What follows belongs to an exercise in optimizing a design on an open flow for small area, a short achievable clock period and few clock cycles per item; a production flow would make more cautious choices.
Only simulation tests tie the RTL to the original design; equivalence was not proved.
No activity file was given, so power comes from the tool's default toggle rates.

==> flow/design.v <==
module vvdiv #(
    parameter int VECTOR_SIZE = 16,
    parameter int INT_SIZE    = 16
) (
    input  logic                                  clock,
    input  logic                                  resetn,
    input  logic                                  in_valid,
    output logic                                  in_ready,
    input  logic [VECTOR_SIZE-1:0][INT_SIZE-1:0]  a,
    input  logic [VECTOR_SIZE-1:0][INT_SIZE-1:0]  x,
    output logic                                  out_valid,
    input  logic                                  out_ready,
    output logic [VECTOR_SIZE-1:0][INT_SIZE-1:0]  q,
    output logic [VECTOR_SIZE-1:0][INT_SIZE-1:0]  r,
    output logic [VECTOR_SIZE-1:0]                dz
);
    localparam int ITERS      = 1;
    localparam int LOAD_ITERS = 3;
    localparam int STEPS      = (INT_SIZE - LOAD_ITERS) / ITERS;
    localparam int CW         = $clog2(STEPS + 1);
    logic          busy;
    logic [CW-1:0] cnt;
    logic [VECTOR_SIZE-1:0][INT_SIZE-1:0] xr, rm, qa;
    logic [VECTOR_SIZE-1:0] zr;
    logic idle;
    assign in_ready = idle;
    always_ff @(posedge clock or negedge resetn) begin
        if (!resetn) begin
            idle      <= 1'b1;
            busy      <= 1'b0;
            cnt       <= '0;
            out_valid <= 1'b0;
        end else if (busy) begin
            cnt <= cnt - 1'b1;
            if (cnt == CW'(1)) begin
                busy      <= 1'b0;
                out_valid <= 1'b1;
            end
        end else if (out_valid) begin
            if (out_ready) begin
                out_valid <= 1'b0;
                idle      <= 1'b1;
            end
        end else if (in_valid) begin
            idle <= 1'b0;
            busy <= 1'b1;
            cnt  <= CW'(STEPS);
        end
    end
    task automatic step(input logic [INT_SIZE-1:0] rv, input logic b,
                        input logic [INT_SIZE-1:0] xv,
                        output logic ge, output logic [INT_SIZE-1:0] rn);
        logic [INT_SIZE-1:0] t, g, p, c;
        t = {rv[INT_SIZE-2:0], b};
        g = t & ~xv;
        p = t | ~xv;
        g[0] = t[0] | ~xv[0];
        for (int l = 0; (1 << l) < INT_SIZE; l++) begin
            for (int j = 0; j < INT_SIZE; j++) begin
                if ((j >> l) & 1) begin
                    g[j] = g[j] | (p[j] & g[((j >> l) << l) - 1]);
                    p[j] = p[j] & p[((j >> l) << l) - 1];
                end
            end
        end
        c  = {g[INT_SIZE-2:0], 1'b1};
        ge = rv[INT_SIZE-1] | g[INT_SIZE-1];
        rn = ge ? (t ^ ~xv ^ c) : t;
    endtask
    for (genvar i = 0; i < VECTOR_SIZE; i++) begin : g_lane
        logic [INT_SIZE-1:0] rem_ld, qa_ld, rem_it, qa_it;
        always_comb begin
            logic [LOAD_ITERS-1:0] top, xs, qs, rs;
            top = a[i][INT_SIZE-1 -: LOAD_ITERS];
            xs  = x[i][LOAD_ITERS-1:0];
            qs  = xs == '0 ? '1 : top / xs;
            rs  = xs == '0 ? top : top % xs;
            if ((x[i] >> LOAD_ITERS) != '0) begin
                qs = '0;
                rs = top;
            end
            rem_ld = INT_SIZE'(rs);
            qa_ld  = {a[i][INT_SIZE-LOAD_ITERS-1:0], qs};
            rem_it = rm[i];
            qa_it  = qa[i];
            for (int k = 0; k < ITERS; k++) begin
                logic ge;
                step(rem_it, qa_it[INT_SIZE-1], xr[i], ge, rem_it);
                qa_it = {qa_it[INT_SIZE-2:0], ge};
            end
        end
        always_ff @(posedge clock) begin
            if (busy) begin
                rm[i] <= rem_it;
                qa[i] <= qa_it;
            end else if (idle) begin
                xr[i] <= x[i];
                zr[i] <= x[i] == '0;
                rm[i] <= rem_ld;
                qa[i] <= qa_ld;
            end
        end
        assign q[i]  = qa[i];
        assign r[i]  = rm[i];
        assign dz[i] = zr[i];
    end
endmodule
export LEC_CHECK = 0
export ABC_AREA = 1
export CAP_MARGIN = 20
export CORE_MARGIN = 2
export CORE_UTILIZATION = 50
export CTS_CLUSTER_DIAMETER = 80
export CTS_CLUSTER_SIZE = 24
export SETUP_SLACK_MARGIN = 5.0
export SLEW_MARGIN = 20
create_clock -name core_clock -period 8.0 [get_ports {clock}]
standard.sh (not shown) runs the stock make flow with config.mk's settings and CLKGATE_MAP_FILE= SYNTH_SCRIPT=/design/flow/synth_recipe.tcl, a recipe that flattens the netlist after the stock synthesis.
==> flow/flow/run.sh <==
#!/bin/bash
# The standard layout, with plain buffers on the ports instead of the delay
# buffers buffer_ports picks by default. Every port still gets its own buffer.
set -euo pipefail
export ADDER_MAP_FILE=
export BUFFER_PORTS_ARGS="-buffer_cell sky130_fd_sc_hd__buf_1"
bash standard.sh > standard.log 2>&1
The baseline completed without violations.
Testbench counts at the start, summed over its fixed seeds: cycles 3,840, items 256.
Edit:
Settings changed: CORE_UTILIZATION 50 to 40, CTS_CLUSTER_DIAMETER 80 to 50, CTS_CLUSTER_SIZE 24 to 16.
Result: Hold slack is worse by 0.012 ns; worst setup slack is worse by 0.091 ns; final area increases by 6.3%; total power rises by 11%; clock skew rose by 0.0084 ns; combinational power is about the same; clock-buffer cell count rises by 75; synthesized area stays the same.
Edit:
Settings changed: CORE_UTILIZATION 40 to 50, CTS_CLUSTER_DIAMETER 50 to 100, CTS_CLUSTER_SIZE 16 to 30.
=> Clock power went down by 53%; register-to-register slack is about the same; die area fell by 20%; total power went down by 12%; via count grows by 0.74%; cell area goes down by 7.3%; synthesized cell count does not change; wire length went up by 7.1%.
Edit:
Settings changed: CORE_UTILIZATION 50 to 40, CTS_CLUSTER_DIAMETER 100 to default, CTS_CLUSTER_SIZE 30 to default, PLACE_DENSITY from default to 0.75.
What happened: Synthesized cell count stays the same; register-to-register slack degrades by 0.05 ns; wire length shrinks by 3.7%; design area grows by 5.5%; count of clock-buffer cells in the layout grows by 66.
Edit:
Settings changed: CORE_UTILIZATION 40 to 50, PLACE_DENSITY 0.75 to default, SETUP_SLACK_MARGIN 5.0 to 4.85.
Hold slack barely changes.
Final area shrinks by about 2.8%.
Sequential share of layout area grows by 1.2 points.
Cell count shrinks by about 3.7%.
Non-clock buffer count shrinks by 68.
Synthesized cell count does not change.
Edit:
Settings changed: CORE_UTILIZATION 50 to 40, CTS_CLUSTER_DIAMETER from default to 60, CTS_CLUSTER_SIZE from default to 20, SETUP_SLACK_MARGIN 4.85 to 5.0.
Effect: Hold slack barely changes; critical path depth is unchanged; global-route usage is lower by 9.6 points; utilization goes down by 11 points; routed wire length drops by 7.6%; via count went down by 2.0%; total power came out higher by 3.5%; sequential share of layout area is lower by 1.4 points.

afterwards: timing with drivers on the ports:
How much do the figures lean on ideal ports? The routed layouts below were timed once more, with nothing changed but the port constraints. Step 1: set_driving_cell puts a clkbuf_16 on clock and a buf_2 on each other input, an assumption about the parent block. Step 2 moves the port delays by t, midway between the first and last clock arrival at a register: inputs arrive t later, outputs are due t later. That takes back most of the time a late clock gives input paths. Three values: ideal ports, drivers, drivers and shift; two values: the first two.
run | shift t [ns] | slack for setup (ns) | worst hold slack (ns) | worst setup path at the end | pins driven straight from the clock port
the first run | 0.744 | 4.989 / 4.911 / 4.411 | 0.489 / 0.489 / 0.489 | input to register | 1
the second run | 0.797 | 4.898 / 4.820 / 4.388 | 0.477 / 0.477 / 0.477 | input to register | 1
the third run | 0.686 | 5.007 / 4.932 / 4.458 | 0.488 / 0.488 / 0.488 | input to register | 1
the fourth run | 0.771 | 4.938 / 4.860 / 4.416 | 0.477 / 0.477 / 0.477 | input to register | 1
the fifth run | 0.766 | 4.870 / 4.788 / 4.305 | 0.477 / 0.477 / 0.477 | input to register | 1
the sixth run | 0.784 | 4.920 / 4.841 / 4.347 | 0.479 / 0.479 / 0.479 | input to register | 1
After both steps setup and hold are still met in every run listed. For the first run, which loses most, drivers alone change the setup slack by -0.078 ns; drivers and shift together by -0.578 ns.
